Context: an optimization exercise on an open-source flow, tuned for small area. The choices shown serve that exercise and are no tape-out recipe.
The RTL was checked by simulation tests, not by an equivalence proof against the original design.
Power and IR drop assume default switching activity.

File: flow/design.v
module cluster_centroid_n #(
  parameter int IMG_WIDTH    = 640,
  parameter int IMG_HEIGHT   = 480,
  parameter int NUM_CLUSTERS = 3,
  parameter int COLOR_W      = 12,
  parameter int DIST_THRESH  = 64,
  parameter int MIN_COUNT    = 4,
  localparam int XW = $clog2(IMG_WIDTH),
  localparam int YW = $clog2(IMG_HEIGHT),
  localparam int IW = (NUM_CLUSTERS > 1) ? $clog2(NUM_CLUSTERS) : 1
) (
  input  logic                         clk,
  input  logic                         rst,
  input  logic signed [COLOR_W-1:0]    pixel_r,
  input  logic signed [COLOR_W-1:0]    pixel_g,
  input  logic signed [COLOR_W-1:0]    pixel_b,
  input  logic                         pixel_valid,
  input  logic [XW-1:0]                x,
  input  logic [YW-1:0]                y,
  input  logic                         ref_wr_en,
  input  logic [IW-1:0]                ref_wr_idx,
  input  logic signed [COLOR_W-1:0]    ref_wr_r,
  input  logic signed [COLOR_W-1:0]    ref_wr_g,
  input  logic signed [COLOR_W-1:0]    ref_wr_b,
  output logic [NUM_CLUSTERS*XW-1:0]   centroid_x,
  output logic [NUM_CLUSTERS*YW-1:0]   centroid_y,
  output logic [NUM_CLUSTERS-1:0]      found,
  output logic                         frame_done,
  output logic                         busy,
  output logic                         overrun
);
  localparam int CW    = $clog2(IMG_WIDTH * IMG_HEIGHT + 1);
  localparam int SUM_W = $clog2(IMG_WIDTH * IMG_WIDTH * IMG_HEIGHT);
  localparam int SW    = $clog2(2 * NUM_CLUSTERS + 1);
  localparam int BW    = $clog2(SUM_W);
  localparam int NDIV  = 2 * NUM_CLUSTERS;
  localparam int CH_W  = NDIV * SUM_W;            
  localparam logic [SW-1:0] LOAD_SEL = SW'(NDIV);
  localparam logic [BW-1:0] LAST_BIT = BW'(SUM_W - 1);
  function automatic logic [7:0] chan_dist(
    input logic [COLOR_W-1:0] a,
    input logic [COLOR_W-1:0] b
  );
    logic [6:0] u;
    logic [5:0] xu;
    logic c, cx, x0, x1, xm1, hz, hm;
    c = 1'b0;
    for (int i = 0; i < 7; i++) begin
      logic ai;
      ai = ~a[i];
      u[i] = ai ^ b[i] ^ c;
      c = (ai & b[i]) | (ai & c) | (b[i] & c);
    end
    cx = 1'b0;
    for (int i = 0; i < 6; i++) begin
      logic ai, bi;
      ai = ~a[i > 4 ? COLOR_W-1 : 7 + i];
      bi = b[i > 4 ? COLOR_W-1 : 7 + i];
      xu[i] = ai ^ bi ^ cx;
      cx = (ai & bi) | (ai & cx) | (bi & cx);
    end
    x0  = xu == '1;
    x1  = xu == 6'b111110;
    xm1 = xu == '0;
    hz  = c ? x1 : x0;    
    hm  = c ? x0 : xm1;   
    chan_dist = {(hz && (u[6] || u[5:0] == '1)) || (hm && !u[6]), ~u[6], u[5:0] ^ {6{u[6]}}};
  endfunction
  logic signed [COLOR_W-1:0] r_ref_r [NUM_CLUSTERS];
  logic signed [COLOR_W-1:0] r_ref_g [NUM_CLUSTERS];
  logic signed [COLOR_W-1:0] r_ref_b [NUM_CLUSTERS];
  logic [7:0]              w_d  [NUM_CLUSTERS];
  logic [NUM_CLUSTERS-1:0] w_in;
  logic [NUM_CLUSTERS-1:0] w_cls;
  logic [NUM_CLUSTERS-1:0] r_hit;
  logic                    r_eof, r_s2_eof;
  logic [XW-1:0]           r_x;
  logic [YW-1:0]           r_y;
  localparam int SCW = $clog2(NDIV * SUM_W + 3);
  logic             r_frz;
  logic [CW-1:0]    r_cnt [NUM_CLUSTERS];
  logic [SCW-1:0]   r_scnt [NUM_CLUSTERS];
  logic [SCW-1:0]   w_fin_scnt [NUM_CLUSTERS];
  logic [SUM_W-1:0] r_sx  [NUM_CLUSTERS];
  logic [SUM_W-1:0] r_sy  [NUM_CLUSTERS];
  logic [CW-1:0]    w_fin_cnt [NUM_CLUSTERS];
  logic [SUM_W-1:0] w_fin_sx  [NUM_CLUSTERS];
  logic [SUM_W-1:0] w_fin_sy  [NUM_CLUSTERS];
  logic [CH_W:0]    r_ch;
  logic [CH_W-1:0]  w_ch_load;
  logic             r_busy;
  logic [SW-1:0]    r_sel;
  logic [BW-1:0]    r_bit;
  logic [CW-1:0]    r_rem;
  logic             w_load, w_div, w_last, w_idle_nx, w_snap, w_ge;
  logic [CW-1:0]    w_divisor;
  logic [CW:0]      w_rem_sh;
  logic [CW-1:0]    w_rem_nx;
  logic [NUM_CLUSTERS*XW-1:0] r_centroid_x;
  logic [NUM_CLUSTERS*YW-1:0] r_centroid_y;
  logic [NUM_CLUSTERS-1:0]    r_found;
  logic                       r_frame_done, r_overrun;
  always_ff @(posedge clk) begin
    if (rst) begin
      for (int k = 0; k < NUM_CLUSTERS; k++) begin
        r_ref_r[k] <= COLOR_W'(50  + 450 * k);
        r_ref_g[k] <= COLOR_W'(100 + 450 * k);
        r_ref_b[k] <= COLOR_W'(150 + 450 * k);
      end
    end else begin
      for (int k = 0; k < NUM_CLUSTERS; k++) begin
        if (ref_wr_en && ref_wr_idx == IW'(k)) begin
          r_ref_r[k] <= ref_wr_r;
          r_ref_g[k] <= ref_wr_g;
          r_ref_b[k] <= ref_wr_b;
        end
      end
    end
  end
  always_comb begin
    for (int k = 0; k < NUM_CLUSTERS; k++) begin
      logic [7:0] dr, dg, db;
      dr = chan_dist(pixel_r, r_ref_r[k]);
      dg = chan_dist(pixel_g, r_ref_g[k]);
      db = chan_dist(pixel_b, r_ref_b[k]);
      w_d[k]  = 8'(dr[5:0]) + 8'(dg[5:0]) + 8'(db[5:0]) + 8'(dr[6]) + 8'(dg[6]) + 8'(db[6]);
      w_in[k] = dr[7] && dg[7] && db[7] && w_d[k] <= 8'(DIST_THRESH);
    end
  end
  always_comb begin
    logic le01, le02, le12;
    le01 = w_d[0][6:0] <= w_d[1][6:0];
    le02 = w_d[0][6:0] <= w_d[2][6:0];
    le12 = w_d[1][6:0] <= w_d[2][6:0];
    w_cls[0] = w_in[0] && (!w_in[1] || le01) && (!w_in[2] || le02);
    w_cls[1] = w_in[1] && !(w_in[0] && le01) && (!w_in[2] || le12);
    w_cls[2] = w_in[2] && !(w_in[0] && le02) && !(w_in[1] && le12);
  end
  always_ff @(posedge clk) begin
    r_hit    <= (rst || !pixel_valid) ? '0 : w_cls;
    r_eof    <= !rst && pixel_valid && x == XW'(IMG_WIDTH - 1) && y == YW'(IMG_HEIGHT - 1);
    r_s2_eof <= !rst && r_eof;
    r_x      <= x;
    r_y      <= y;
  end
  function automatic logic [SUM_W-1:0] acc_add(
    input logic [SUM_W-1:0] acc,
    input logic [XW-1:0]    v
  );
    logic [SUM_W-1:0] r;
    logic c;
    c = 1'b0;
    for (int i = 0; i < XW; i++) begin
      r[i] = acc[i] ^ v[i] ^ c;
      c = (acc[i] & v[i]) | (acc[i] & c) | (v[i] & c);
    end
    for (int i = XW; i < SUM_W; i++) begin
      if (i == (XW + SUM_W) / 2) c = c & (&acc[(XW + SUM_W) / 2 - 1:XW]);
      r[i] = acc[i] ^ c;
      if (i != (XW + SUM_W) / 2 - 1) c = acc[i] & c;
    end
    acc_add = r;
  endfunction
  always_comb begin
    for (int k = 0; k < NUM_CLUSTERS; k++) begin
      logic c;
      c = r_hit[k] && !r_frz;
      for (int i = 0; i < CW; i++) begin
        w_fin_cnt[k][i] = r_cnt[k][i] ^ c;
        c = r_cnt[k][i] & c;
      end
      c = r_hit[k] && r_frz;
      for (int i = 0; i < SCW; i++) begin
        w_fin_scnt[k][i] = r_scnt[k][i] ^ c;
        c = r_scnt[k][i] & c;
      end
      w_fin_sx[k] = acc_add(r_sx[k], r_hit[k] ? r_x : '0);
      w_fin_sy[k] = acc_add(r_sy[k], r_hit[k] ? XW'(r_y) : '0);
    end
  end
  always_ff @(posedge clk) begin
    r_frz <= !rst && (w_snap || (r_frz && !w_load));
    for (int k = 0; k < NUM_CLUSTERS; k++) begin
      if (rst || r_eof) begin
        r_sx[k]  <= '0;
        r_sy[k]  <= '0;
      end else begin
        r_sx[k]  <= w_fin_sx[k];
        r_sy[k]  <= w_fin_sy[k];
      end
      if (rst)         r_cnt[k] <= '0;
      else if (w_load) r_cnt[k] <= CW'(w_fin_scnt[k]);
      else             r_cnt[k] <= w_fin_cnt[k];
      if (rst || r_eof || w_load) r_scnt[k] <= '0;
      else                        r_scnt[k] <= w_fin_scnt[k];
    end
  end
  assign w_load    = r_busy && r_sel == LOAD_SEL;
  assign w_div     = r_busy && !w_load;
  assign w_last    = r_bit == LAST_BIT;
  assign w_idle_nx = (!r_busy && !r_s2_eof) || w_load;
  assign w_snap    = r_eof && w_idle_nx;
  always_comb begin
    for (int k = 0; k < NUM_CLUSTERS; k++) begin
      w_ch_load[CH_W - (2*k+1)*SUM_W +: SUM_W] = w_fin_sx[k];
      w_ch_load[CH_W - (2*k+2)*SUM_W +: SUM_W] = w_fin_sy[k];
    end
  end
  always_comb begin
    logic [CW:0] nd, diff, d0, d1;
    logic c, c0, c1;
    w_divisor = r_cnt[r_sel >> 1];
    w_rem_sh  = {r_rem, r_ch[CH_W]};
    nd = ~{1'b0, w_divisor};
    c  = 1'b1;
    for (int i = 0; i < CW/2; i++) begin
      diff[i] = w_rem_sh[i] ^ nd[i] ^ c;
      c = (w_rem_sh[i] & nd[i]) | (w_rem_sh[i] & c) | (nd[i] & c);
    end
    c0 = 1'b0;
    c1 = 1'b1;
    for (int i = CW/2; i <= CW; i++) begin
      d0[i] = w_rem_sh[i] ^ nd[i] ^ c0;
      c0 = (w_rem_sh[i] & nd[i]) | (w_rem_sh[i] & c0) | (nd[i] & c0);
      d1[i] = w_rem_sh[i] ^ nd[i] ^ c1;
      c1 = (w_rem_sh[i] & nd[i]) | (w_rem_sh[i] & c1) | (nd[i] & c1);
    end
    for (int i = CW/2; i <= CW; i++) diff[i] = c ? d1[i] : d0[i];
    d0[CW/2-1:0] = '0;
    d1[CW/2-1:0] = '0;
    w_ge     = c ? c1 : c0;
    w_rem_nx = w_ge ? diff[CW-1:0] : w_rem_sh[CW-1:0];
  end
  always_ff @(posedge clk) begin
    r_ch[CH_W] <= r_ch[CH_W-1];
    if (w_snap) r_ch[CH_W-1:0] <= w_ch_load;
    else        r_ch[CH_W-1:0] <= {r_ch[CH_W-2:0], w_ge};
    r_rem <= (!w_div || w_last) ? '0 : w_rem_nx;
  end
  always_ff @(posedge clk) begin
    if (rst) begin
      r_busy       <= 1'b0;
      r_sel        <= '0;
      r_bit        <= '0;
      r_frame_done <= 1'b0;
      r_overrun    <= 1'b0;
      r_found      <= '0;
      r_centroid_x <= '0;
      r_centroid_y <= '0;
    end else begin
      r_frame_done <= w_load;
      if (r_s2_eof && r_busy) r_overrun <= 1'b1;
      if (!r_busy) begin
        if (r_s2_eof) begin
          r_busy <= 1'b1;
          r_sel  <= '0;
          r_bit  <= '0;
        end
      end else if (w_load) begin
        r_busy <= 1'b0;
        for (int k = 0; k < NUM_CLUSTERS; k++) begin
          r_found[k] <= r_cnt[k] >= CW'(MIN_COUNT);
          if (r_cnt[k] >= CW'(MIN_COUNT)) begin
            r_centroid_x[k*XW +: XW] <= r_ch[CH_W - (2*k+1)*SUM_W +: XW];
            r_centroid_y[k*YW +: YW] <= r_ch[CH_W - (2*k+2)*SUM_W +: YW];
          end
        end
      end else if (w_last) begin
        r_bit <= '0;
        r_sel <= r_sel + SW'(1);
      end else begin
        r_bit <= r_bit + BW'(1);
      end
    end
  end
  assign centroid_x = r_centroid_x;
  assign centroid_y = r_centroid_y;
  assign found      = r_found;
  assign frame_done = r_frame_done;
  assign busy       = r_busy;
  assign overrun    = r_overrun;
endmodule
File: flow/flow/run.sh
#!/bin/bash
# The standard synthesis; then two rewrites of the gate netlist that keep
# its function and its registers: each 2:1 multiplexer cell becomes the
# smaller AND-OR cell of the same function (muxopt.py), and each full adder is
# set in the polarity that needs the fewest inverters (polopt.py); then the standard flow's
# standard layout, with the smallest buffer on the ports.
# Every tool writes its full output to a log file in this folder.
set -euo pipefail
export BUFFER_PORTS_ARGS="-buffer_cell sky130_fd_sc_hd__buf_1"
R="$PWD/orfs/results/${FLOW_PLATFORM}/cluster_centroid_n/base"
bash standard.sh "$R/1_2_yosys.v" > flow_synth.log 2>&1
cp "$R/1_2_yosys.v" "$R/1_2_yosys.std.v"
python3 flow/muxopt.py "$R/1_2_yosys.std.v" "$R/1_2_yosys.mux.v" > flow_muxopt.log 2>&1
python3 flow/polopt.py "$R/1_2_yosys.mux.v" "$R/1_2_yosys.pol.v" > flow_polopt.log 2>&1
mv "$R/1_2_yosys.pol.v" "$R/1_2_yosys.v"
bash standard.sh > flow_make.log 2>&1
File: flow/flow/muxopt.py
#!/usr/bin/env python3
"""Rewrite a flat gate netlist (Yosys write_verilog of sky130hd cells): each
2:1 multiplexer cell becomes an AND-OR cell of the same function, which is
smaller: mux2 (X = S ? A1 : A0) -> a22o (X = S&A1 | ~S&A0), mux2i -> a22oi.
One inverter per select net gives ~S."""
import re, sys

src = open(sys.argv[1]).read()
out_path = sys.argv[2]
m = re.search(r'^module\s+(\S+)\s*\((.*?)\);', src, re.S | re.M)
body_start = m.end()
end_idx = src.rindex('endmodule')
header = src[:body_start]
body = src[body_start:end_idx]
decl_re = re.compile(r'^\s*(input|output|wire|inout)\b[^;]*;', re.M)
cell_re = re.compile(r'^\s*(sky130_fd_sc_hd__\w+)\s+(\S+)\s*\((.*?)\);', re.S | re.M)
pin_re = re.compile(r'\.(\w+)\(\s*(.*?)\s*\)\s*(?:,|$)', re.S)
decls = [d.group(0) for d in decl_re.finditer(body)]
cells = []
for c in cell_re.finditer(body):
    pins = [(p, n.strip()) for p, n in pin_re.findall(c.group(3) + ',')]
    cells.append([c.group(1), c.group(2), pins])
rest = cell_re.sub('', decl_re.sub('', body)).strip()
if rest:
    sys.exit('unexpected netlist content: ' + rest[:200])

def net(n):
    return n + (' ' if n.startswith('\\') else '')

nsel = {}
new_decls, new_cells, lines = [], [], []
count = 0
for t, n, pins in cells:
    mm = re.match(r'sky130_fd_sc_hd__(mux2i?)_\d+$', t)
    if mm:
        d = dict(pins)
        s = d['S']
        if s.startswith("1'"):
            mm = None
    if mm:
        if s not in nsel:
            k = len(nsel) + 1
            nsel[s] = f'_muxopt_nsel{k}_'
            new_decls.append(f'  wire {nsel[s]};')
            new_cells.append(f'  sky130_fd_sc_hd__inv_1 _muxopt_inv{k}_ (\n    .A({net(s)}),\n    .Y({nsel[s]})\n  );')
        inv = mm.group(1) == 'mux2i'
        newt = 'sky130_fd_sc_hd__a22oi_1' if inv else 'sky130_fd_sc_hd__a22o_1'
        outp = 'Y' if inv else 'X'
        lines.append(f'  {newt} {n} (\n    .A1({net(s)}),\n    .A2({net(d["A1"])}),\n    .B1({nsel[s]}),\n    .B2({net(d["A0"])}),\n    .{outp}({net(d[outp])})\n  );')
        count += 1
        continue
    ps = [f'    .{p}({net(x)})' for p, x in pins]
    lines.append(f'  {t} {n} (\n' + ',\n'.join(ps) + '\n  );')
print(f'multiplexers rewritten: {count}, select inverters: {len(nsel)}', file=sys.stderr)
with open(out_path, 'w') as f:
    f.write(header + '\n' + '\n'.join(decls) + '\n' + '\n'.join(new_decls) + '\n' + '\n'.join(lines) + '\n' + '\n'.join(new_cells) + '\nendmodule\n')
File: flow/flow/polopt.py
#!/usr/bin/env python3
"""Rewrite a flat gate netlist (Yosys write_verilog of sky130hd cells) so that full
adders take whichever polarity needs the fewest inverters. A full adder is
self-dual: FA(~a,~b,~c) = (~sum, ~cout). Inverters are removed, each full adder
gets a polarity flag, and one shared inverter is put back for every net whose
complement some pin then needs."""
import re, sys, collections

src = open(sys.argv[1]).read()
out_path = sys.argv[2]

m = re.search(r'^module\s+(\S+)\s*\((.*?)\);', src, re.S | re.M)
body_start = m.end()
end_idx = src.rindex('endmodule')
header = src[:body_start]
body = src[body_start:end_idx]

decl_re = re.compile(r'^\s*(input|output|wire|inout)\b[^;]*;', re.M)
cell_re = re.compile(r'^\s*(sky130_fd_sc_hd__\w+)\s+(\S+)\s*\((.*?)\);', re.S | re.M)
pin_re = re.compile(r'\.(\w+)\(\s*(.*?)\s*\)\s*(?:,|$)', re.S)

decls = [d.group(0) for d in decl_re.finditer(body)]
ports = set()
for d in decls:
    mm = re.match(r'\s*(input|output|inout)\s*(\[[^\]]*\])?\s*(\S+?)\s*;', d)
    if mm:
        ports.add(mm.group(3))
cells = []
for c in cell_re.finditer(body):
    pins = [(p, n.strip()) for p, n in pin_re.findall(c.group(3) + ',')]
    cells.append([c.group(1), c.group(2), pins])
rest = cell_re.sub('', decl_re.sub('', body)).strip()
if rest:
    sys.exit('unexpected netlist content: ' + rest[:200])

OUTP = {'X', 'Y', 'Q', 'Q_N', 'SUM', 'COUT', 'HI', 'LO'}
def base_port(net):
    n = net.lstrip('\\').split('[')[0].strip()
    return n
def is_port_net(net):
    return base_port(net) in ports

is_inv = lambda t: re.match(r'sky130_fd_sc_hd__(inv|clkinv)_\d+$', t) is not None
is_fa = lambda t: re.match(r'sky130_fd_sc_hd__fa_\d+$', t) is not None
# xor2/xnor2 take an inverted input by swapping one for the other (same area)
is_x = lambda t: re.match(r'sky130_fd_sc_hd__x(n?)or2_\d+$', t) is not None

driver = {}
for i, (t, n, pins) in enumerate(cells):
    for p, net in pins:
        if p in OUTP:
            driver[net] = (i, p)

# Inverters we can dissolve: output not a port net.
dissolve = set()
for i, (t, n, pins) in enumerate(cells):
    if is_inv(t):
        y = dict(pins)['Y']
        if not is_port_net(y) and not y.startswith("1'"):
            dissolve.add(i)

def root(net):
    """(root net, parity) following dissolved inverters."""
    par = 0
    seen = 0
    while net in driver and driver[net][0] in dissolve:
        net = dict(cells[driver[net][0]][2])['A']
        par ^= 1
        seen += 1
        if seen > 100: break
    return net, par

# Pins of kept cells, as literals
uses = []   # (cell index, pin, root, parity)
for i, (t, n, pins) in enumerate(cells):
    if i in dissolve: continue
    for p, net in pins:
        if p in OUTP: continue
        if net.startswith("1'") or net == '':
            continue
        r, par = root(net)
        uses.append((i, p, r, par))
# Port nets driven by dissolved inverters never happen (excluded). Output port nets
# read as themselves.

fa_cells = [i for i, c in enumerate(cells) if is_fa(c[0]) and i not in dissolve]
flip = collections.defaultdict(int)
# FAs driving a port net are not flipped
noflip = set()
for i in fa_cells:
    for p, net in cells[i][2]:
        if p in OUTP and is_port_net(net): noflip.add(i)

def drv_flip(r):
    d = driver.get(r)
    return flip[d[0]] if d else 0

uses_by_root = collections.defaultdict(list)
uses_by_cell = collections.defaultdict(list)
for u in uses:
    uses_by_root[u[2]].append(u)
    uses_by_cell[u[0]].append(u)

def need(u):
    i, p, r, par = u
    return par ^ flip[i] * is_fa(cells[i][0]) ^ drv_flip(r)

def root_cost(r):
    return 1 if any(need(u) and not is_x(cells[u[0]][0]) for u in uses_by_root[r]) else 0

def cost_all():
    return sum(root_cost(r) for r in uses_by_root)

before = sum(1 for i in dissolve)
cur = cost_all()
print('inverters before', before, 'after dissolving, needed', cur, file=sys.stderr)
improved = True
it = 0
while improved and it < 50:
    improved = False
    it += 1
    for i in fa_cells:
        if i in noflip: continue
        roots = set(u[2] for u in uses_by_cell[i])
        outs = [net for p, net in cells[i][2] if p in OUTP]
        roots |= set(outs)
        old = sum(root_cost(r) for r in roots)
        flip[i] ^= 1
        new = sum(root_cost(r) for r in roots)
        if new < old:
            improved = True
        else:
            flip[i] ^= 1
print('inverters needed after flipping', cost_all(), 'flipped', sum(flip[i] for i in fa_cells), file=sys.stderr)

# Emit
inv_net = {}
new_decls = []
new_cells = []
k = 0
for r in uses_by_root:
    if root_cost(r):
        k += 1
        nn = f'_polinv{k}_'
        inv_net[r] = nn
        new_decls.append(f'  wire {nn};')
        new_cells.append(f'  sky130_fd_sc_hd__inv_1 _polinv_cell{k}_ (\n    .A({r}' + (' ' if r.startswith('\\') else '') + f'),\n    .Y({nn})\n  );')
use_map = {}
xpar = collections.defaultdict(int)
for u in uses:
    if is_x(cells[u[0]][0]):
        use_map[(u[0], u[1])] = u[2]
        xpar[u[0]] ^= need(u)
    else:
        use_map[(u[0], u[1])] = inv_net[u[2]] if need(u) else u[2]
for i, par in xpar.items():
    if par:
        t = cells[i][0]
        if '__xor2_' in t:
            cells[i][0] = t.replace('__xor2_', '__xnor2_')
            cells[i][2] = [('Y' if p == 'X' else p, x) for p, x in cells[i][2]]
        else:
            cells[i][0] = t.replace('__xnor2_', '__xor2_')
            cells[i][2] = [('X' if p == 'Y' else p, x) for p, x in cells[i][2]]
lines = []
for i, (t, n, pins) in enumerate(cells):
    if i in dissolve: continue
    ps = []
    for p, net in pins:
        if p not in OUTP and (i, p) in use_map:
            net = use_map[(i, p)]
        ps.append(f'    .{p}({net}' + (' ' if net.startswith('\\') else '') + ')')
    lines.append(f'  {t} {n} (\n' + ',\n'.join(ps) + '\n  );')
with open(out_path, 'w') as f:
    f.write(header + '\n' + '\n'.join(decls) + '\n' + '\n'.join(new_decls) + '\n' + '\n'.join(lines) + '\n' + '\n'.join(new_cells) + '\nendmodule\n')
File: flow/standard.sh
#!/bin/bash
# synth_recipe.tcl (not shown) runs the flow's synth.tcl, then flattens the netlist and writes it again
# the make line also repeats each setting of config.mk as NAME=value (left out here)
make -C /OpenROAD-flow-scripts/flow DESIGN_CONFIG=/design/flow/config.mk WORK_HOME=/design/flow/orfs CLKGATE_MAP_FILE= SYNTH_SCRIPT=/design/flow/synth_recipe.tcl "${@:-finish}"
File: flow/config.mk
export PLATFORM = sky130hd
export DESIGN_NAME = cluster_centroid_n
export DESIGN_NICKNAME = cluster_centroid_n
export VERILOG_FILES = /design/flow/design.v
export SDC_FILE = /design/flow/constraint.sdc
export NUM_CORES = 4
export LEC_CHECK = 0
export CAP_MARGIN = 20
export CORE_MARGIN = 2
export CORE_UTILIZATION = 60
export CTS_CLUSTER_DIAMETER = 90
export CTS_CLUSTER_SIZE = 26
export GPL_TIMING_DRIVEN = 0
export SETUP_SLACK_MARGIN = 0.1
export SLEW_MARGIN = 20
File: flow/constraint.sdc
create_clock -name core_clock -period 8.0 [get_ports {clk}]
set_input_delay 1.6000 -clock core_clock [delete_from_list [all_inputs] [get_ports {clk}]]
set_output_delay 1.6000 -clock core_clock [all_outputs]
set_load 0.01 [all_outputs]
==> impl_metrics.py, run 1 <==
metrics = {
    "outcome": {
        "outcome": "complete, no violations",
    },
    "die": {
        "io_pins": 160,
        "start_util_pct": 61.0,
        "die_height_um": 228,
        "die_x_um": 228,
        "coreArea_mm2": 0.0492,
        "die_area_mm2": 0.0518,
        "rows": 81,
    },
    "critical_path": {
        "start_kind": "primary input",
        "endpoint_kind": "register",
        "cp_max_fo": 6,
        "crit_type": "in -> reg",
        "r2r_start": "r_hit[2]$_SDFF_PN0_",
        "ff2ff_setup_slack_ns": 0.34,
        "crit_required_ns": 8.54,
        "r2r_cells": 32,
        "r2r-end": "r_ch[55]$_DFF_P_",
        "arrival_ns": 8.24,
    },
    "cells_and_area": {
        "area_delta_synth_final_pct": 9.46,
        "drive_gt1_share_pct": 6.59,
        "antenna_cells": 0,
        "final-instance-count-excl-fill": 3745,
        "fin_nets": 3606,
    },
    "yosys": {
        "synth_cells": 2872,
        "syn-cell-area_mm2": 0.0300,
        "synth_nets": 3408,
        "syn_avg_cell_area_um2": 10.4,
        "yosys_warnings": 13,
    },
    "timing": {
        "final.setup_skew_ns": 0.0163,
        "final.min_clock_period_ns": 7.70,
        "slew_viol_final": 0,
        "grt_setup_unrepaired": "true",
        "hold_viol_final": 0,
        "relSlewSlack_pct": 23.3,
        "tightestPinTransition_ns": 1.15,
        "finalSetupViolations": 0,
        "fmax_mhz": 130,
        "fin_crit_sh_pct": 96.3,
    },
    "drt": {
        "drcViolationCount": 0,
        "routed_wirelength_um": 77900,
        "routedWlPerCell_um": 20.8,
        "vias": 21605,
        "vias_per_cell": 5.77,
        "dr.pass1.iters": 6,
        "first_iter_violations": 1595,
        "postRouteAntennaNets": 0,
    },
    "hold_path": {
        "hp-class": "reg -> reg",
        "holdPathStages": 0,
        "hold_end": "r_ch[168]$_DFF_P_",
        "min_from": "r_ch[167]$_DFF_P_",
    },
    "clock_tree": {
        "clk_latency_ns": 0.64,
        "cts_max_level": 1,
        "root_buffer": "clkbuf_16",
        "numCtsBuffers": 31,
        "clock-sinks": 641,
        "clkTransAtPathRegs_ns": 0.10,
        "clockBufferDepth": 3,
        "cts_tree": "done",
    },
    "global_route": {
        "met2_usage_pct": 51.7,
        "use_met3_pct": 3.82,
        "top_usage_layer": "met2",
        "antenna_found_initial": 0,
        "grt_max_degree": 27,
        "grt_pass1_wl_um": 120000,
        "overflow": 0,
        "grt.total_usage_pct": 30.1,
        "met1_usage_pct": 39.4,
        "grt_pass1_vias": 21619,
    },
    "placed_design": {
        "io_buffers": 159,
        "dpl.cell_count": 3695,
        "dpl.hpwl_um": 60700,
        "place.gp.congestion": 0.928,
    },
    "power": {
        "power.density_mw_per_mm2": 284,
        "power_uw": 9320,
        "irDropWorstVdd_mv": 0.434,
        "p_leak_uw": 0.0144,
    },
    "run": {
        "maxCapViolCount": 0,
    },
}
## metal layers
| layer | share of wire (%) | vias to the layer above | wire (um) |
|---|---|---|---|
| met2 | 48 | 599 | 37200 |
| met3 | 5.5 | 128 | 4280 |
| met4 | 3.9 | 0 | 3010 |
| met5 | 0 | - | 0 |
| li1 | - | 10208 | - |
| met1 | 43 | 10670 | 33500 |
## state kept, by name, summed over array words and instances, names as in the netlist, 27 cells and up
name and count:
r_centroid_x 30, r_centroid_y 27, r_ch 169, r_cnt 57, r_ref_b 36, r_ref_g 36, r_ref_r 36, r_sx 84
r_sy 84
## power by group
part | internal [uW] | switching, uW | total [uW]
logic | 1850 | 2340 | 4190
registers | 3220 | 28.2 | 3250
clock network | 783 | 1090 | 1870
total | 5860 | 3460 | 9320
## worst max-delay path: stages
cell,delay [ns]
buf_1,0.09
inv_1,0.08
ha_1,0.21
fa_1,0.38
fa_1,0.39
fa_1,0.39
fa_1,0.41
fa_2,0.38
fa_2,0.59
buf_12,0.15
xnor2_2,0.12
fa_1,0.53
inv_1,0.04
ha_1,0.31
ha_2,0.38
o21ai_1,0.09
or2_2,0.29
a221o_1,0.37
ha_1,0.31
nor2b_1,0.13
o21ai_0,0.13
o21ai_0,0.12
o22ai_1,0.19
and3b_1,0.22
a2111oi_2,0.33
## worst max-delay path by stage
stage                   startpoint                   to  slack [ns]  depth (start not counted)
5_1_grt                 pixel_r[0]  r_hit[1]$_SDFF_PN0_        0.04                         25
6_report                pixel_g[0]  r_hit[1]$_SDFF_PN0_        0.30                         25
4_1_cts        r_hit[1]$_SDFF_PN0_    r_ch[111]$_DFF_P_        0.09                         32
3_3_place_gp            pixel_g[0]  r_hit[1]$_SDFF_PN0_       -0.82                         26
2_1_floorplan           pixel_g[0]  r_hit[0]$_SDFF_PN0_        0.11                         24
3_5_place_dp            pixel_g[0]  r_hit[1]$_SDFF_PN0_       -0.96                         26
## placed cells by master, fill, tap and decap left out, types with 18 or more instances in the layout
master,instances
a21oi_1,125
a221o_1,18
a22o_1,153
a22oi_1,77
and2_1,263
buf_1,167
clkbuf_1,88
clkbuf_16,31
dfxtp_1,638
fa_1,112
fa_2,55
ha_1,263
inv_1,166
nand2_1,290
nand3b_1,40
nand4_1,23
nor2_1,139
nor3_1,21
o21ai_0,43
xnor2_1,66
## what timing repair did
item / 4_1_cts / 5_1_grt
pin swaps: 8 / 41
hold buffers: 0 / 0
gates resized for setup: 64 / 69
setup buffers: 1 / 5
endpoints found under the setup margin: 51 / 34
## metrics by stage
step / util, % / hold WS (ns) / setup WS (ns) / instance area (um^2) / setup TNS [ns]
4_1_cts: 66.3 / 0.348 / 0.0921 / 32600 / 0
2_1_floorplan: - / 0.310 / 0.111 / 30000 / 0
3_5_place_dp: 64.0 / 0.323 / -0.963 / 31400 / -13.73
6_report: 66.8 / 0.353 / 0.296 / 32800 / 0
3_3_place_gp: 64.0 / 0.314 / -0.819 / 31400 / -10.98
5_1_grt: 66.8 / 0.350 / 0.0362 / 32800 / 0
## final cells by class
type                            count  area (um^2)
Clock buffer                       35          811
Tap cell                          664          831
Sequential cell                   641        12800
Fill cell                        3993        16300
Buffer                            129          623
Multi-Input combinational cell   1936        16300
Timing Repair Buffer              165          642
Inverter                          166          623
Clock inverter                      9          140
==> inputs of run 2 (changes only) <==
--- a/flow/config.mk
+++ b/flow/config.mk
@@ -13,3 +13,2 @@
 export GPL_TIMING_DRIVEN = 0
-export SETUP_SLACK_MARGIN = 0.1
 export SLEW_MARGIN = 20
==> impl_metrics.py, run 2 <==
metrics = {
    "outcome": {
        "outcome": "complete, no violations",
    },
    "drt": {
        "vias_per_cell": 5.73,
        "postRouteAntennaNets": 0,
        "dr.pass1.iters": 5,
        "vias": 21423,
        "routed_wirelength_um": 77500,
        "routedWlPerCell_um": 20.7,
        "drcViolationCount": 0,
        "first_iter_violations": 1507,
    },
    "global_route": {
        "grt.total_usage_pct": 30.3,
        "antenna_found_initial": 0,
        "grt_max_degree": 27,
        "grt_pass1_vias": 21515,
        "grt_pass1_wl_um": 120000,
        "overflow": 0,
    },
    "clock_tree": {
        "postCtsHoldBufs": 0,
        "cts_tree": "done",
        "clockBufferDepth": 3,
        "numCtsBuffers": 30,
        "clock-sinks": 641,
        "cts_max_level": 1,
        "clkTransAtPathRegs_ns": 0.10,
        "clk_latency_ns": 0.66,
        "root_buffer": "clkbuf_16",
    },
    "cells_and_area": {
        "final_util_pct": 66.7,
        "reg.largest.list": "r_ch x169, r_sx x84, r_sy x84",
        "mostFrequentLayoutCell": "dfxtp_1",
        "largest_register": "r_ch",
        "fin_nets": 3607,
        "drive_gt1_share_pct": 5.98,
        "layout_common_cells": "637 x dfxtp_1, 290 x nand2_1, 268 x ha_1",
        "area_delta_synth_final_pct": 9.23,
        "antenna_cells": 0,
        "fill_cells": 4008,
        "largest_reg_flops": 169,
        "final-instance-count-excl-fill": 3742,
    },
    "die": {
        "die_height_um": 228,
        "die_area_mm2": 0.0518,
        "coreArea_mm2": 0.0492,
        "die_x_um": 228,
        "start_util_pct": 61.0,
        "rows": 81,
        "io_pins": 160,
    },
    "placed_design": {
        "dpl.hpwl_um": 60300,
        "io_buffers": 159,
        "place.gp.congestion": 0.941,
        "dpl.cell_count": 3695,
    },
    "power": {
        "irDropWorstVdd_mv": 0.506,
        "p_leak_uw": 0.0144,
        "power.density_mw_per_mm2": 281,
    },
    "timing": {
        "final.min_clock_period_ns": 7.80,
        "fin_crit_sh_pct": 97.4,
        "tightestPinTransition_ns": 1.15,
        "final.setup_skew_ns": 0.0530,
        "whs_ns": 0.374,
        "finalSetupViolations": 0,
        "fmax_mhz": 128,
        "relSlewSlack_pct": 23.6,
        "slew_viol_final": 0,
        "hold_viol_final": 0,
    },
    "critical_path": {
        "cpMostUsedCell": "fa_1",
        "cp_max_fo": 9,
        "crit_type": "in -> reg",
        "arrival_ns": 8.31,
        "ff2ff_setup_slack_ns": 0.30,
        "crit_family": "adder cells",
        "r2r_start": "r_hit[1]$_SDFF_PN0_",
        "crit_start": "pixel_r[0]",
        "crit_required_ns": 8.52,
        "crit_buf_inv": 4,
        "crit_slowest_cell": "fa_1",
        "endpoint_kind": "register",
        "start_kind": "primary input",
        "cpPeakStageDelay_ns": 0.54,
    },
    "yosys": {
        "synth_cells": 2872,
        "yosys_warnings": 13,
        "synth_nets": 3408,
        "syn_avg_cell_area_um2": 10.4,
        "syn-cell-area_mm2": 0.0300,
    },
    "hold_path": {
        "hp-class": "reg -> reg",
        "min_from": "r_ch[167]$_DFF_P_",
    },
    "run": {
        "maxCapViolCount": 0,
    },
}
[run 2: changes by cell type in the layout (fill, tap and decap cells not counted), sizes merged]
cell,before,now
buf,202,205
clkbuf,127,122
inv,172,169
clkinv,2,3
bufinv,1,2
[run 2: what timing repair did]
action | 4_1_cts | 5_1_grt
cloned | 0 | 0
pin swaps | 7 | 18
setup endpoints to repair | 42 | 34
setup buffers | 6 | 7
gates resized for setup | 40 | 61
[run 2: layout make-up]
type                            instances  area (um^2)  share of cell area [%]
Multi-Input combinational cell       1936        16300                    49.7
Sequential cell                       641        12800                    39.2
Tap cell                              664          831                    2.54
Clock buffer                           31          764                    2.33
Timing Repair Buffer                  172          694                    2.12
Inverter                              166          623                    1.90
Buffer                                124          584                    1.78
Clock inverter                          8          153                   0.466
[run 2: where the power goes]
group          switching (uW)  internal [uW]  leakage, uW  total [uW]
sequential               28.4           3220      0.00519        3250
combinational            2310           1820      0.00876        4130
clock                    1060            771     0.000446        1830
total                    3400           5820       0.0144        9210
[run 2: per-stage QoR]
stage / area, um^2 / setup WS (ns) / power (uW) / setup TNS, ns
floorplan: 30000 / 0.0225 / 6110 / 0
global placement: 31400 / -0.985 / 6850 / -11.86
detailed placement: 31400 / -1.06 / 7010 / -14.41
CTS: 32500 / 0.0104 / 8850 / 0
global route: 32800 / -0.0228 / 9830 / -0.0322
finish: 32800 / 0.204 / 9210 / 0
[run 2: worst paths after layout]
kind,end,cells past startpoint
max,r_hit[1]$_SDFF_PN0_,26
min,r_ch[168]$_DFF_P_,0
max reg2reg,r_ch[82]$_DFF_P_,31
min reg2reg,r_ch[168]$_DFF_P_,0
[run 2: routing by layer]
metal | part of all wire [%] | vias to the layer above | routed length (um) | GRT usage (%)
met1 | 43 | 10571 | 33500 | 39.6
met3 | 4.8 | 130 | 3690 | 3.69
li1 | - | 10195 | - | -
met2 | 48 | 527 | 37400 | 52.1
met5 | 0 | - | 0 | 0
met4 | 3.8 | 0 | 2940 | 10.6
==> inputs of run 3 (changes only) <==
--- a/flow/flow/run.sh
+++ b/flow/flow/run.sh
@@ -9,2 +9,3 @@
 export BUFFER_PORTS_ARGS="-buffer_cell sky130_fd_sc_hd__buf_1"
+export RECOVER_POWER=100
 R="$PWD/orfs/results/${FLOW_PLATFORM}/cluster_centroid_n/base"
==> impl_metrics.py, run 3 <==
metrics = {
    "outcome": {
        "outcome": "complete, no violations",
    },
    "hold_path": {
        "hp-class": "reg -> reg",
        "holdPathStages": 0,
        "min_from": "r_ch[167]$_DFF_P_",
    },
    "cells_and_area": {
        "antenna_cells": 0,
        "mostFrequentLayoutCell": "dfxtp_1",
        "drive_gt1_share_pct": 5.52,
        "largest_reg_flops": 169,
        "reg.largest.list": "r_ch x169, r_sx x84, r_sy x84",
        "fin_nets": 3607,
        "layout_common_cells": "637 x dfxtp_1, 290 x nand2_1, 269 x ha_1",
        "largest_register": "r_ch",
        "area_delta_synth_final_pct": 9.01,
    },
    "timing": {
        "worst_slack_ns": 0.196,
        "fin_crit_sh_pct": 97.6,
        "fmax_mhz": 128,
        "hold_viol_final": 0,
        "finalSetupViolations": 0,
        "whs_ns": 0.369,
        "final.min_clock_period_ns": 7.80,
        "relSlewSlack_pct": 7.66,
        "tightestPinTransition_ns": 1.39,
        "slew_viol_final": 0,
        "final.setup_skew_ns": 0.0535,
    },
    "clock_tree": {
        "cts_max_level": 1,
        "clockBufferDepth": 3,
        "numCtsBuffers": 30,
        "cts_tree": "done",
        "clk_latency_ns": 0.66,
        "root_buffer": "clkbuf_16",
        "clkTransAtPathRegs_ns": 0.10,
        "clock-sinks": 641,
        "postCtsHoldBufs": 0,
    },
    "die": {
        "rows": 81,
        "die_height_um": 228,
        "die_area_mm2": 0.0518,
        "start_util_pct": 61.0,
        "coreArea_mm2": 0.0492,
        "io_pins": 160,
        "die_x_um": 228,
    },
    "yosys": {
        "yosys_warnings": 13,
        "syn_avg_cell_area_um2": 10.4,
        "synth_nets": 3408,
        "syn-cell-area_mm2": 0.0300,
        "synth_cells": 2872,
    },
    "power": {
        "combinationalPowerShare_pct": 44.9,
        "swShare_pct": 36.8,
        "netSwitchingPower_uw": 3390,
        "p_leak_uw": 0.0143,
        "internal-power_uw": 5820,
        "irDropWorstVdd_mv": 0.505,
        "power.density_mw_per_mm2": 282,
        "pwr-share-clk_pct": 19.8,
        "seq_power_share_pct": 35.3,
    },
    "critical_path": {
        "crit_type": "in -> reg",
        "crit_required_ns": 8.52,
        "start_kind": "primary input",
        "endpoint_kind": "register",
        "crit_start": "pixel_b[0]",
        "r2r_cells": 32,
        "crit_slowest_cell": "fa_2",
        "arrival_ns": 8.32,
        "r2r_start": "r_hit[0]$_SDFF_PN0_",
        "cp_max_fo": 4,
        "cpPeakStageDelay_ns": 0.62,
        "cpMostUsedCell": "fa_1",
    },
    "placed_design": {
        "pre_cts_ws_ns": -1.06,
        "dpl.hpwl_um": 60300,
        "io_buffers": 159,
        "place.gp.congestion": 0.941,
    },
    "drt": {
        "drcViolationCount": 0,
        "routedWlPerCell_um": 20.7,
        "vias": 21463,
        "dr.pass1.iters": 6,
        "first_iter_violations": 1481,
        "routed_wirelength_um": 77600,
        "vias_per_cell": 5.74,
        "postRouteAntennaNets": 0,
    },
    "global_route": {
        "antenna_found_initial": 0,
        "grt_max_degree": 27,
        "grt_pass1_wl_um": 120000,
        "grt.total_usage_pct": 30.3,
        "overflow": 0,
        "grt_pass1_vias": 21515,
    },
    "run": {
        "maxCapViolCount": 0,
    },
}
run 3: metal layers:
layer	up-vias	track usage [%]	routed length, um
met2	537	52.1	37500
met4	0	10.6	2920
met1	10593	39.6	33200
li1	10206	-	-
met3	127	3.69	3950
met5	-	0	0
run 3: layout make-up:
cell class / instances / area (um^2)
clock inverter: 8 / 153
buffer: 124 / 577
clock buffer: 31 / 764
multi-input combinational: 1936 / 16200
fill: 4024 / 16400
timing repair buffer: 172 / 691
inverter: 166 / 623
tap: 664 / 831
sequential: 641 / 12800
run 3: power groups by stage:
stage	Clock [uW]	Combinational, uW	Sequential (uW)
after floorplan	0	2790	3320
after global placement	0	3520	3330
after detailed placement	0	3680	3330
after CTS	1860	3740	3250
after global routing	1970	4610	3260
final	1820	4130	3250
run 3: worst paths after layout:
check                        end  slack (ns)
max          r_hit[1]$_SDFF_PN0_        0.20
max reg2reg    r_ch[167]$_DFF_P_        0.28
min reg2reg    r_ch[168]$_DFF_P_        0.37
min            r_ch[168]$_DFF_P_        0.37
run 3: worst max-delay path: cells and delay by family:
kind            cells  cell delay [ns]
fa+ha+maj          11             4.24
compound gates      6             1.22
simple gates        3             0.68
buf+inv             4             0.47
xor+xnor            1             0.10
run 3: what timing repair did:
item | in CTS | in global routing
pin swaps | 7 | 18
gates resized for setup | 40 | 61
hold endpoints to repair | 0 | 0
buffers inserted | 6 | 7
setup endpoints to repair | 42 | 34
run 3: through the flow:
| step | utilization [%] | instance area (um^2) | power [uW] | std cells | TNS (ns) |
|---|---|---|---|---|---|
| after global placement | 64.0 | 31400 | 6850 | 3695 | -11.86 |
| after detailed placement | 64.0 | 31400 | 7010 | 3695 | -14.41 |
| final | 66.5 | 32700 | 9210 | 3742 | 0 |
| after global routing | 66.5 | 32700 | 9830 | 3742 | -0.0324 |
| after floorplan | - | 30000 | 6110 | 2872 | 0 |
| after CTS | 66.1 | 32500 | 8850 | 3737 | 0 |
==> inputs of run 4 (changes only) <==
--- a/flow/config.mk
+++ b/flow/config.mk
@@ -9,3 +9,3 @@
 export CORE_MARGIN = 2
-export CORE_UTILIZATION = 60
+export CORE_UTILIZATION = 70
 export CTS_CLUSTER_DIAMETER = 90
==> impl_metrics.py, run 4 <==
metrics = {
    "cells_and_area": {
        "antenna_cells": 0,
        "final_area_mm2": 0.0325,
        "fill_cells": 2893,
        "final_util_pct": 77.1,
        "layout_common_cells": "638 x dfxtp_1, 290 x nand2_1, 263 x ha_1",
        "drive_gt1_share_pct": 5.96,
        "multi_input_area_mm2": 0.0163,
        "area_delta_synth_final_pct": 8.20,
        "largest_register": "r_ch",
        "fin_nets": 3601,
        "reg.largest.list": "r_ch x169, r_sx x84, r_sy x84",
        "mostFrequentLayoutCell": "dfxtp_1",
        "largest_reg_flops": 169,
        "seqCellArea_mm2": 0.0128,
    },
    "placed_design": {
        "dpl.hpwl_um": 59900,
        "place.gp.congestion": 0.999,
        "place_area_mm2": 0.0313,
        "io_buffers": 159,
    },
    "clock_tree": {
        "root_buffer": "clkbuf_16",
        "clock-sinks": 641,
        "numCtsBuffers": 29,
        "cts_max_level": 1,
        "cts_tree": "done",
        "clk_latency_ns": 0.63,
        "clockBufferDepth": 3,
        "postCtsHoldBufs": 0,
        "clkTransAtPathRegs_ns": 0.10,
    },
    "die": {
        "coreArea_mm2": 0.0421,
        "die_x_um": 211,
        "die_area_mm2": 0.0445,
        "rows": 75,
        "die_height_um": 211,
        "io_pins": 160,
        "start_util_pct": 71.2,
    },
    "critical_path": {
        "cp_max_fo": 10,
        "cpPeakStageDelay_ns": 0.38,
        "crit_required_ns": 8.49,
        "crit_slowest_cell": "fa_2",
        "crit_family": "adder cells",
        "arrival_ns": 8.26,
        "endpoint_kind": "register",
        "start_kind": "register",
        "cpMostUsedCell": "ha_1",
        "crit_buf_inv": 1,
        "crit_type": "reg -> reg",
    },
    "drt": {
        "first_iter_violations": 1444,
        "routedWlPerCell_um": 21.6,
        "drcViolationCount": 0,
        "postRouteAntennaNets": 0,
        "dr.pass1.iters": 6,
        "vias_per_cell": 6.11,
        "routed_wirelength_um": 77900,
        "vias": 22022,
    },
    "power": {
        "power_uw": 8940,
        "p_leak_uw": 0.0142,
        "seq_power_share_pct": 36.4,
        "irDropWorstVdd_mv": 0.404,
        "internal-power_uw": 5660,
        "netSwitchingPower_uw": 3280,
        "swShare_pct": 36.7,
        "combinationalPowerShare_pct": 44.8,
        "pwr-share-clk_pct": 18.9,
        "power.density_mw_per_mm2": 275,
    },
    "timing": {
        "final.min_clock_period_ns": 7.77,
        "fin_tns_setup_ns": 0,
        "whs_ns": 0.339,
        "relSlewSlack_pct": 19.6,
        "final.setup_skew_ns": 0.0226,
        "fmax_mhz": 129,
        "hold_viol_final": 0,
        "slew_viol_final": 0,
        "finalSetupViolations": 0,
        "fin_crit_sh_pct": 97.1,
        "tightestPinTransition_ns": 1.21,
    },
    "run": {
        "maxCapViolCount": 0,
    },
    "hold_path": {
        "hp-class": "reg -> reg",
    },
    "global_route": {
        "grt.total_usage_pct": 35.1,
        "overflow": 0,
        "grt_pass1_wl_um": 121000,
        "antenna_found_initial": 1,
        "grt_pass1_vias": 22388,
        "grt_max_degree": 27,
    },
    "yosys": {
        "syn-cell-area_mm2": 0.0300,
        "yosys_warnings": 13,
        "syn_avg_cell_area_um2": 10.4,
        "synth_nets": 3408,
        "synth_cells": 2872,
    },
    "outcome": {
        "outcome": "complete, no violations",
    },
}
==> run 4: final timing paths <==
| check | start | to | slack [ns] | depth (start not counted) |
|---|---|---|---|---|
| setup / recovery | r_hit[0]$_SDFF_PN0_ | r_ch[167]$_DFF_P_ | 0.23 | 32 |
| hold / removal | r_ch[167]$_DFF_P_ | r_ch[168]$_DFF_P_ | 0.34 | 0 |
| setup reg to reg | r_hit[0]$_SDFF_PN0_ | r_ch[167]$_DFF_P_ | 0.23 | 32 |
| hold reg to reg | r_ch[167]$_DFF_P_ | r_ch[168]$_DFF_P_ | 0.34 | 0 |
==> run 4: repair_timing <==
| action | in CTS | in global routing |
|---|---|---|
| buffers inserted | 0 | 7 |
| pin swaps | 4 | 31 |
| gates resized for setup | 59 | 56 |
| endpoints found under the setup margin | 43 | 32 |
==> run 4: area by class of cell <==
cell class,instances,area share (%)
Buffer,125,1.75
Clock buffer,29,2.24
Clock inverter,5,0.204
Inverter,166,1.92
Multi-Input combinational cell,1936,50.3
Sequential cell,641,39.5
Tap cell,539,2.08
Timing Repair Buffer,166,2.00
==> run 4: stage by stage <==
step / setup slack [ns] / instances
global route: -0.0139 / 3607
global placement: -0.701 / 3570
finish: 0.232 / 3607
floorplan: 0.0225 / 2872
detailed placement: -0.795 / 3570
CTS: 0.00331 / 3602
==> run 4: per-layer routing <==
metal	vias up	track usage, %	share of wire [%]
met1	10775	43.8	40
met3	229	4.91	6.4
met2	819	59.6	48
li1	10197	-	-
met5	-	0	0.017
met4	2	17.9	5.6
==> run 4: power by group through the flow <==
stage / Combinational (uW) / Sequential (uW) / Clock, uW
4_1_cts: 3700 / 3250 / 1690
3_3_place_gp: 3480 / 3330 / 0
3_5_place_dp: 3650 / 3330 / 0
2_1_floorplan: 2790 / 3320 / 0
6_report: 4000 / 3250 / 1690
5_1_grt: 4450 / 3260 / 1800
==> inputs of run 5 (changes only) <==
--- a/flow/config.mk
+++ b/flow/config.mk
@@ -9,3 +9,3 @@
 export CORE_MARGIN = 2
-export CORE_UTILIZATION = 70
+export CORE_UTILIZATION = 60
 export CTS_CLUSTER_DIAMETER = 90
@@ -13,2 +13,4 @@
 export GPL_TIMING_DRIVEN = 0
+export PLACE_DENSITY = 0.8
+export SETUP_SLACK_MARGIN = 0.05
 export SLEW_MARGIN = 20
==> impl_metrics.py, run 5 <==
metrics = {
    "placed_design": {
        "place.gp.congestion": 1.01,
        "dpl.cell_count": 3695,
        "dpl.hpwl_um": 58800,
        "io_buffers": 159,
    },
    "global_route": {
        "overflow": 0,
        "grt_pass1_vias": 22292,
        "grt_pass1_wl_um": 118000,
        "antenna_found_initial": 1,
        "grt.total_usage_pct": 29.4,
        "grt_max_degree": 27,
    },
    "clock_tree": {
        "clk_latency_ns": 0.65,
        "clock-sinks": 641,
        "cts_tree": "done",
        "clockBufferDepth": 3,
        "cts_max_level": 1,
        "clkTransAtPathRegs_ns": 0.10,
        "root_buffer": "clkbuf_16",
        "numCtsBuffers": 30,
        "postCtsHoldBufs": 0,
    },
    "timing": {
        "tightestPinTransition_ns": 1.07,
        "slew_viol_final": 0,
        "hold_viol_final": 0,
        "fin_crit_sh_pct": 96.9,
        "finalSetupViolations": 0,
        "fin_tns_setup_ns": 0,
        "final.setup_skew_ns": 0.0344,
        "whs_ns": 0.351,
        "fmax_mhz": 129,
        "final.min_clock_period_ns": 7.75,
        "relSlewSlack_pct": 28.3,
        "grt_setup_unrepaired": "true",
    },
    "drt": {
        "drcViolationCount": 0,
        "vias_per_cell": 5.82,
        "postRouteAntennaNets": 0,
        "dr.pass1.iters": 5,
        "routed_wirelength_um": 75600,
        "first_iter_violations": 1481,
        "vias": 21802,
        "routedWlPerCell_um": 20.2,
    },
    "critical_path": {
        "path_depth": 32,
        "cp_max_fo": 10,
        "ff2ff_setup_slack_ns": 0.25,
        "r2r_start": "r_hit[2]$_SDFF_PN0_",
        "crit_family": "adder cells",
        "crit_required_ns": 8.51,
        "critPathCapture": "r_ch[55]$_DFF_P_",
        "cpPeakStageDelay_ns": 0.42,
        "start_kind": "register",
        "crit_buf_inv": 1,
        "crit_start": "r_hit[2]$_SDFF_PN0_",
        "arrival_ns": 8.26,
        "crit_type": "reg -> reg",
        "cpMostUsedCell": "ha_1",
        "crit_slowest_cell": "fa_1",
        "endpoint_kind": "register",
        "r2r_cells": 32,
        "r2r-end": "r_ch[55]$_DFF_P_",
    },
    "cells_and_area": {
        "largest_reg_flops": 169,
        "final-instance-count-excl-fill": 3744,
        "fill_cells": 3838,
        "seqCellArea_mm2": 0.0128,
        "reg.largest.list": "r_ch x169, r_sx x84, r_sy x84",
        "area_delta_synth_final_pct": 8.98,
        "mostFrequentLayoutCell": "dfxtp_1",
        "multi_input_area_mm2": 0.0163,
        "final_util_pct": 66.5,
        "fin_nets": 3608,
        "layout_common_cells": "640 x dfxtp_1, 290 x nand2_1, 267 x ha_1",
        "largest_register": "r_ch",
        "drive_gt1_share_pct": 5.85,
    },
    "yosys": {
        "synth_cells": 2872,
        "synth_nets": 3408,
        "yosys_warnings": 13,
        "syn_avg_cell_area_um2": 10.4,
        "syn-cell-area_mm2": 0.0300,
    },
    "power": {
        "power.density_mw_per_mm2": 278,
        "p_leak_uw": 0.0143,
        "irDropWorstVdd_mv": 0.385,
    },
    "die": {
        "coreArea_mm2": 0.0492,
        "io_pins": 160,
        "die_area_mm2": 0.0518,
        "die_x_um": 228,
        "start_util_pct": 61.0,
        "die_height_um": 228,
        "rows": 81,
    },
    "outcome": {
        "outcome": "complete, no violations",
    },
    "run": {
        "maxCapViolCount": 0,
    },
    "hold_path": {
        "hp-class": "reg -> reg",
    },
}
## run 5: cell type report
class | instances | area share [%]
multi-input cells | 1936 | 49.7
flip-flops and latches | 641 | 39.2
well taps | 664 | 2.54
clock buffers | 31 | 2.34
repair buffers | 171 | 2.10
inverters | 166 | 1.91
plain buffers | 126 | 1.80
clock inverters | 8 | 0.321
diodes | 1 | 0.00765
## run 5: repair_timing
action                                  in CTS  in global routing
endpoints found under the setup margin      44                 34
gates resized for setup                     46                 65
pin swaps                                    4                 27
setup buffers                                3                  9
## run 5: report_power, final
| part | leakage [uW] | switching, uW | internal (uW) |
|---|---|---|---|
| Clock | 0.000425 | 1040 | 707 |
| Sequential | 0.00518 | 28.5 | 3230 |
| Combinational | 0.00866 | 2230 | 1850 |
## run 5: per-layer routing
metal / vias to the layer above / share of wire, % / track usage, %
met2: 751 / 47 / 49.6
met5: - / 0 / 0
li1: 10203 / - / -
met4: 0 / 4.7 / 11.9
met1: 10662 / 40 / 37.1
met3: 186 / 7.8 / 6.04
## run 5: worst min path at each step
stage / start / endpoint / slack (ns) / depth (start not counted)
finish: r_ch[167]$_DFF_P_ / r_ch[168]$_DFF_P_ / 0.35 / 0
global route: r_ch[167]$_DFF_P_ / r_ch[168]$_DFF_P_ / 0.36 / 0
CTS: r_ch[167]$_DFF_P_ / r_ch[168]$_DFF_P_ / 0.35 / 0
detailed placement: r_ch[167]$_DFF_P_ / r_ch[168]$_DFF_P_ / 0.31 / 0
global placement: r_ch[167]$_DFF_P_ / r_ch[168]$_DFF_P_ / 0.31 / 0
floorplan: r_ch[167]$_DFF_P_ / r_ch[168]$_DFF_P_ / 0.31 / 0
## run 5: stage by stage
step / instance area, um^2 / power [uW] / setup WS [ns]
after global routing: 32700 / 9700 / -0.0198
final: 32700 / 9080 / 0.247
after floorplan: 30000 / 6110 / 0.0796
after global placement: 31400 / 6800 / -0.846
after CTS: 32500 / 8720 / 0.0508
after detailed placement: 31400 / 6960 / -1.05
==> inputs of run 6 (changes only) <==
--- a/flow/config.mk
+++ b/flow/config.mk
@@ -10,7 +10,6 @@
 export CORE_UTILIZATION = 60
-export CTS_CLUSTER_DIAMETER = 90
-export CTS_CLUSTER_SIZE = 26
+export CTS_BUF_LIST = sky130_fd_sc_hd__clkbuf_8
+export CTS_CLUSTER_DIAMETER = 60
+export CTS_CLUSTER_SIZE = 14
 export GPL_TIMING_DRIVEN = 0
-export PLACE_DENSITY = 0.8
-export SETUP_SLACK_MARGIN = 0.05
 export SLEW_MARGIN = 20
==> impl_metrics.py, run 6 <==
metrics = {
    "drt": {
        "vias_per_cell": 5.73,
        "postRouteAntennaNets": 0,
        "first_iter_violations": 1492,
        "top_layer_used": "met4",
        "wl_met1_um": 33400,
        "routedWlPerCell_um": 20.7,
        "wl_met2_um": 37700,
        "routed_wirelength_um": 78200,
        "vias": 21608,
        "dr.pass1.iters": 6,
        "drcViolationCount": 0,
        "wl_met3_um": 4140,
    },
    "placed_design": {
        "dpl.hpwl_um": 60300,
        "io_buffers": 159,
        "place_area_mm2": 0.0314,
        "place.gp.congestion": 0.941,
        "dpl.cell_count": 3695,
    },
    "die": {
        "start_util_pct": 61.0,
        "coreArea_mm2": 0.0492,
        "die_x_um": 228,
        "die_area_mm2": 0.0518,
        "die_height_um": 228,
        "rows": 81,
        "io_pins": 160,
    },
    "critical_path": {
        "r2r-end": "r_ch[167]$_DFF_P_",
        "ff2ff_setup_slack_ns": 0.31,
        "start_kind": "primary input",
        "crit_required_ns": 8.58,
        "endpoint_kind": "register",
        "crit_start": "pixel_b[0]",
        "r2r_cells": 32,
        "r2r_start": "r_hit[0]$_SDFF_PN0_",
        "arrival_ns": 8.39,
        "crit_type": "in -> reg",
        "cp_max_fo": 7,
    },
    "global_route": {
        "overflow": 0,
        "grt.total_usage_pct": 30.6,
        "grt_pass1_wl_um": 121000,
        "antenna_found_initial": 0,
        "grt_pass1_vias": 21769,
        "grt_max_degree": 16,
    },
    "yosys": {
        "yosys_warnings": 13,
        "syn_avg_cell_area_um2": 10.4,
        "syn-cell-area_mm2": 0.0300,
        "synth_cells": 2872,
        "synth_nets": 3408,
    },
    "cells_and_area": {
        "layout_common_cells": "640 x dfxtp_1, 290 x nand2_1, 266 x ha_1",
        "mostFrequentLayoutCell": "dfxtp_1",
        "fin_nets": 3631,
        "area_delta_synth_final_pct": 9.20,
        "largest_reg_flops": 169,
        "final-instance-count-excl-fill": 3771,
        "largest_register": "r_ch",
        "final_area_mm2": 0.0328,
        "final_util_pct": 66.7,
        "drive_gt1_share_pct": 6.66,
        "reg.largest.list": "r_ch x169, r_sx x84, r_sy x84",
        "antenna_cells": 0,
    },
    "timing": {
        "relSlewSlack_pct": 11.8,
        "slew_viol_final": 0,
        "finalSetupViolations": 0,
        "tightestPinTransition_ns": 1.32,
        "whs_ns": 0.369,
        "fmax_mhz": 128,
        "hold_viol_final": 0,
        "fin_tns_setup_ns": 0,
        "final.min_clock_period_ns": 7.81,
        "fin_crit_sh_pct": 97.6,
        "final.setup_skew_ns": 0.0312,
    },
    "clock_tree": {
        "postCtsHoldBufs": 0,
        "numCtsBuffers": 54,
        "clockBufferDepth": 3,
        "cts_max_level": 2,
        "clk_latency_ns": 0.70,
        "root_buffer": "clkbuf_8",
        "cts_tree": "done",
        "clkTransAtPathRegs_ns": 0.09,
        "clock-sinks": 641,
    },
    "hold_path": {
        "hp-class": "reg -> reg",
        "holdPathStages": 0,
        "min_from": "r_ch[167]$_DFF_P_",
        "hold_end": "r_ch[168]$_DFF_P_",
    },
    "power": {
        "power.density_mw_per_mm2": 277,
        "p_leak_uw": 0.0144,
        "irDropWorstVdd_mv": 0.430,
    },
    "outcome": {
        "outcome": "complete, no violations",
    },
    "run": {
        "maxCapViolCount": 0,
    },
}
==> run 6: cell count changes in the layout (fill, tap and decap cells not counted), moves of 4 or more <==
cell	delta
and2_0	-47
fa_1	+4
clkbuf_8	+56
clkbuf_16	-30
and2_1	+47
fa_2	-4
==> run 6: worst max-delay path by stage <==
| stage | endpoint | cells after the start | slack (ns) |
|---|---|---|---|
| 5_1_grt | r_ch[55]$_DFF_P_ | 32 | -0.01 |
| 2_1_floorplan | r_hit[1]$_SDFF_PN0_ | 25 | 0.02 |
| 4_1_cts | r_ch[83]$_DFF_P_ | 32 | 0.01 |
| 6_report | r_hit[1]$_SDFF_PN0_ | 25 | 0.19 |
| 3_5_place_dp | r_hit[1]$_SDFF_PN0_ | 26 | -1.06 |
| 3_3_place_gp | r_hit[1]$_SDFF_PN0_ | 26 | -0.98 |
==> run 6: through the flow <==
| stage | setup WS (ns) | total power [uW] |
|---|---|---|
| 4_1_cts | 0.0105 | 8820 |
| 5_1_grt | -0.0111 | 9710 |
| 3_3_place_gp | -0.985 | 6850 |
| 6_report | 0.191 | 9080 |
| 2_1_floorplan | 0.0225 | 6110 |
| 3_5_place_dp | -1.06 | 7010 |
==> run 6: area by class of cell <==
cell class | count | area (um^2)
Buffer | 125 | 582
Clock buffer | 56 | 771
Clock inverter | 12 | 140
Fill cell | 4047 | 16400
Inverter | 166 | 623
Multi-Input combinational cell | 1936 | 16300
Sequential cell | 641 | 12800
Tap cell | 664 | 831
Timing Repair Buffer | 171 | 687
==> run 6: layer usage <==
metal  vias to the layer above  track usage [%]
met4                         0             11.3
met3                       140             4.91
met2                       538             52.2
li1                      10248                -
met5                         -                0
met1                     10682             39.2
==> run 6: critical path, cell delays in order <==
cell and delay, ns:
buf_1 0.12, inv_1 0.12, ha_1 0.23, fa_1 0.37, fa_1 0.39, fa_1 0.39, fa_1 0.39, fa_1 0.42
fa_2 0.69, buf_4 0.16, xnor2_2 0.09, fa_1 0.49, inv_1 0.05, ha_1 0.28, ha_1 0.35, o21ai_0 0.12
or2_2 0.30, a221o_1 0.38, ha_1 0.31, nor2b_1 0.13, o21ai_0 0.13, o21ai_0 0.10, o22ai_1 0.19, and3b_1 0.24
a2111oi_4 0.32
==> run 6: timing repair <==
action                     CTS  global route
hold endpoints to repair     0             0
pin swaps                    6            23
setup endpoints to repair   47            31
gates resized for setup     47            58
buffers inserted             0            12
==> run 6: power by group <==
part | total (uW) | switching, uW | leakage, uW | internal [uW]
clock network | 1800 | 1090 | 0.000474 | 709
registers | 3250 | 28.4 | 0.00518 | 3220
logic | 4030 | 2270 | 0.00871 | 1760
total | 9080 | 3380 | 0.0144 | 5690
==> inputs of run 7 (changes only) <==
--- a/flow/flow/run.sh
+++ b/flow/flow/run.sh
@@ -5,3 +5,4 @@
 # set in the polarity that needs the fewest inverters (polopt.py); then the standard flow's
-# standard layout, with the smallest buffer on the ports.
+# standard layout, with the smallest buffer on the ports and power recovery
+# (downsizing gates off the critical paths) after global routing.
 # Every tool writes its full output to a log file in this folder.
--- a/flow/config.mk
+++ b/flow/config.mk
@@ -9,6 +9,5 @@
 export CORE_MARGIN = 2
-export CORE_UTILIZATION = 60
-export CTS_BUF_LIST = sky130_fd_sc_hd__clkbuf_8
-export CTS_CLUSTER_DIAMETER = 60
-export CTS_CLUSTER_SIZE = 14
+export CORE_UTILIZATION = 70
+export CTS_CLUSTER_DIAMETER = 80
+export CTS_CLUSTER_SIZE = 28
 export GPL_TIMING_DRIVEN = 0
==> impl_metrics.py, run 7 <==
metrics = {
    "outcome": {
        "outcome": "complete, no violations",
    },
    "timing": {
        "fmax_mhz": 129,
        "fin_crit_sh_pct": 97.1,
        "grt_setup_unrepaired": "true",
        "worst_slack_ns": 0.231,
        "fin_tns_setup_ns": 0,
        "tightestPinTransition_ns": 1.21,
        "slew_viol_final": 0,
        "final.setup_skew_ns": 0.0356,
        "finalSetupViolations": 0,
        "whs_ns": 0.341,
        "final.min_clock_period_ns": 7.77,
        "hold_viol_final": 0,
        "relSlewSlack_pct": 19.1,
    },
    "placed_design": {
        "io_buffers": 159,
        "pre_cts_ws_ns": -0.795,
        "place.gp.congestion": 0.999,
        "dpl.hpwl_um": 59900,
    },
    "cells_and_area": {
        "drive_gt1_share_pct": 6.58,
        "largest_reg_flops": 169,
        "mostFrequentLayoutCell": "dfxtp_1",
        "final_util_pct": 77.4,
        "reg.largest.list": "r_ch x169, r_sx x84, r_sy x84",
        "fill_cells": 2883,
        "fin_nets": 3609,
        "layout_common_cells": "638 x dfxtp_1, 290 x nand2_1, 263 x ha_1",
        "largest_register": "r_ch",
        "antenna_cells": 0,
        "area_delta_synth_final_pct": 8.72,
    },
    "global_route": {
        "grt.total_usage_pct": 35.0,
        "antenna_found_initial": 0,
        "grt_pass1_vias": 22360,
        "grt_max_degree": 29,
        "grt_pass1_wl_um": 121000,
        "overflow": 0,
    },
    "yosys": {
        "synth_nets": 3408,
        "yosys_warnings": 13,
        "syn-cell-area_mm2": 0.0300,
        "syn_avg_cell_area_um2": 10.4,
        "synth_cells": 2872,
    },
    "power": {
        "power.density_mw_per_mm2": 276,
        "combinationalPowerShare_pct": 44.2,
        "pwr-share-clk_pct": 19.6,
        "swShare_pct": 36.5,
        "netSwitchingPower_uw": 3290,
        "p_leak_uw": 0.0143,
        "seq_power_share_pct": 36.1,
        "irDropWorstVdd_mv": 0.409,
        "internal-power_uw": 5710,
        "power_uw": 9000,
    },
    "critical_path": {
        "crit_type": "in -> reg",
        "ff2ff_setup_slack_ns": 0.24,
        "critPathCapture": "r_hit[1]$_SDFF_PN0_",
        "r2r_cells": 32,
        "r2r_start": "r_hit[2]$_SDFF_PN0_",
        "start_kind": "primary input",
        "crit_start": "pixel_b[0]",
        "r2r-end": "r_sx[2][27]$_SDFF_PP0_",
        "arrival_ns": 8.28,
        "cp_max_fo": 7,
        "crit_required_ns": 8.51,
        "endpoint_kind": "register",
    },
    "die": {
        "die_x_um": 211,
        "start_util_pct": 71.2,
        "rows": 75,
        "coreArea_mm2": 0.0421,
        "io_pins": 160,
        "die_area_mm2": 0.0445,
        "die_height_um": 211,
    },
    "clock_tree": {
        "root_buffer": "clkbuf_16",
        "numCtsBuffers": 29,
        "clock-sinks": 641,
        "clkTransAtPathRegs_ns": 0.10,
        "clk_latency_ns": 0.64,
        "postCtsHoldBufs": 0,
        "clockBufferDepth": 3,
        "cts_max_level": 1,
        "cts_tree": "done",
    },
    "drt": {
        "vias": 22030,
        "dr.pass1.iters": 5,
        "routedWlPerCell_um": 21.5,
        "vias_per_cell": 6.08,
        "drcViolationCount": 0,
        "postRouteAntennaNets": 0,
        "first_iter_violations": 1394,
        "routed_wirelength_um": 77800,
    },
    "hold_path": {
        "hp-class": "reg -> reg",
    },
    "run": {
        "maxCapViolCount": 0,
    },
}
==> run 7: final cells by class <==
cell class,count,area [um^2],share of cell area [%]
Clock inverter,10,123,0.376
Clock buffer,33,761,2.33
Multi-Input combinational cell,1936,16300,50.0
Timing Repair Buffer,174,709,2.17
Buffer,125,576,1.76
Sequential cell,641,12800,39.4
Tap cell,539,674,2.07
Inverter,166,623,1.91
==> run 7: power groups by stage <==
stage	clock [uW]	combinational, uW	sequential (uW)
5_1_grt	1880	4450	3260
6_report	1770	3980	3250
3_5_place_dp	0	3650	3330
3_3_place_gp	0	3480	3330
2_1_floorplan	0	2790	3320
4_1_cts	1770	3690	3250
==> run 7: through the flow <==
| step | std cells | instance area (um^2) |
|---|---|---|
| floorplan | 2872 | 30000 |
| global placement | 3570 | 31300 |
| detailed placement | 3570 | 31300 |
| finish | 3624 | 32600 |
| global route | 3624 | 32600 |
| CTS | 3611 | 32300 |
==> run 7: routing by layer <==
layer	global-route usage [%]	wire, um
met5	0	0
met4	16.9	4300
met2	59.7	37200
met1	44.3	31400
met3	4.65	4870
==> run 7: what timing repair did <==
item	4_1_cts	5_1_grt
cloned	0	0
endpoints found under the setup margin	43	31
setup buffers	0	15
pin swaps	4	29
gates resized for setup	61	54
==> run 7: worst min-delay path by stage <==
stage | start | endpoint | slack, ns | cells after the start
floorplan | r_ch[167]$_DFF_P_ | r_ch[168]$_DFF_P_ | 0.31 | 0
global placement | r_ch[167]$_DFF_P_ | r_ch[168]$_DFF_P_ | 0.31 | 0
detailed placement | r_ch[167]$_DFF_P_ | r_ch[168]$_DFF_P_ | 0.32 | 0
CTS | r_ch[167]$_DFF_P_ | r_ch[168]$_DFF_P_ | 0.34 | 0
global route | r_ch[167]$_DFF_P_ | r_ch[168]$_DFF_P_ | 0.35 | 0
finish | r_ch[167]$_DFF_P_ | r_ch[168]$_DFF_P_ | 0.34 | 0
==> run 7: worst max-delay path, stage by stage <==
cell and delay (ns):
buf_1 0.11, inv_1 0.11, ha_1 0.23, fa_1 0.38, fa_1 0.39, fa_1 0.39
fa_1 0.39, fa_2 0.38, fa_2 0.72, buf_4 0.17, xnor2_1 0.07, fa_1 0.49
inv_1 0.04, ha_1 0.32, ha_4 0.31, o21ai_0 0.13, or2_2 0.31, a221o_1 0.35
ha_1 0.31, nor2b_1 0.13, o21ai_0 0.12, o21ai_0 0.10, o22ai_1 0.18, and3b_1 0.22
a2111oi_2 0.33

Setup slack of run 7, layout unchanged: 0.231 ns with ideal ports, 0.239 ns with driving cells assumed (clock clkbuf_16, inputs buf_2), -0.426 ns with port delays also shifted by the 0.684 ns mid clock arrival.
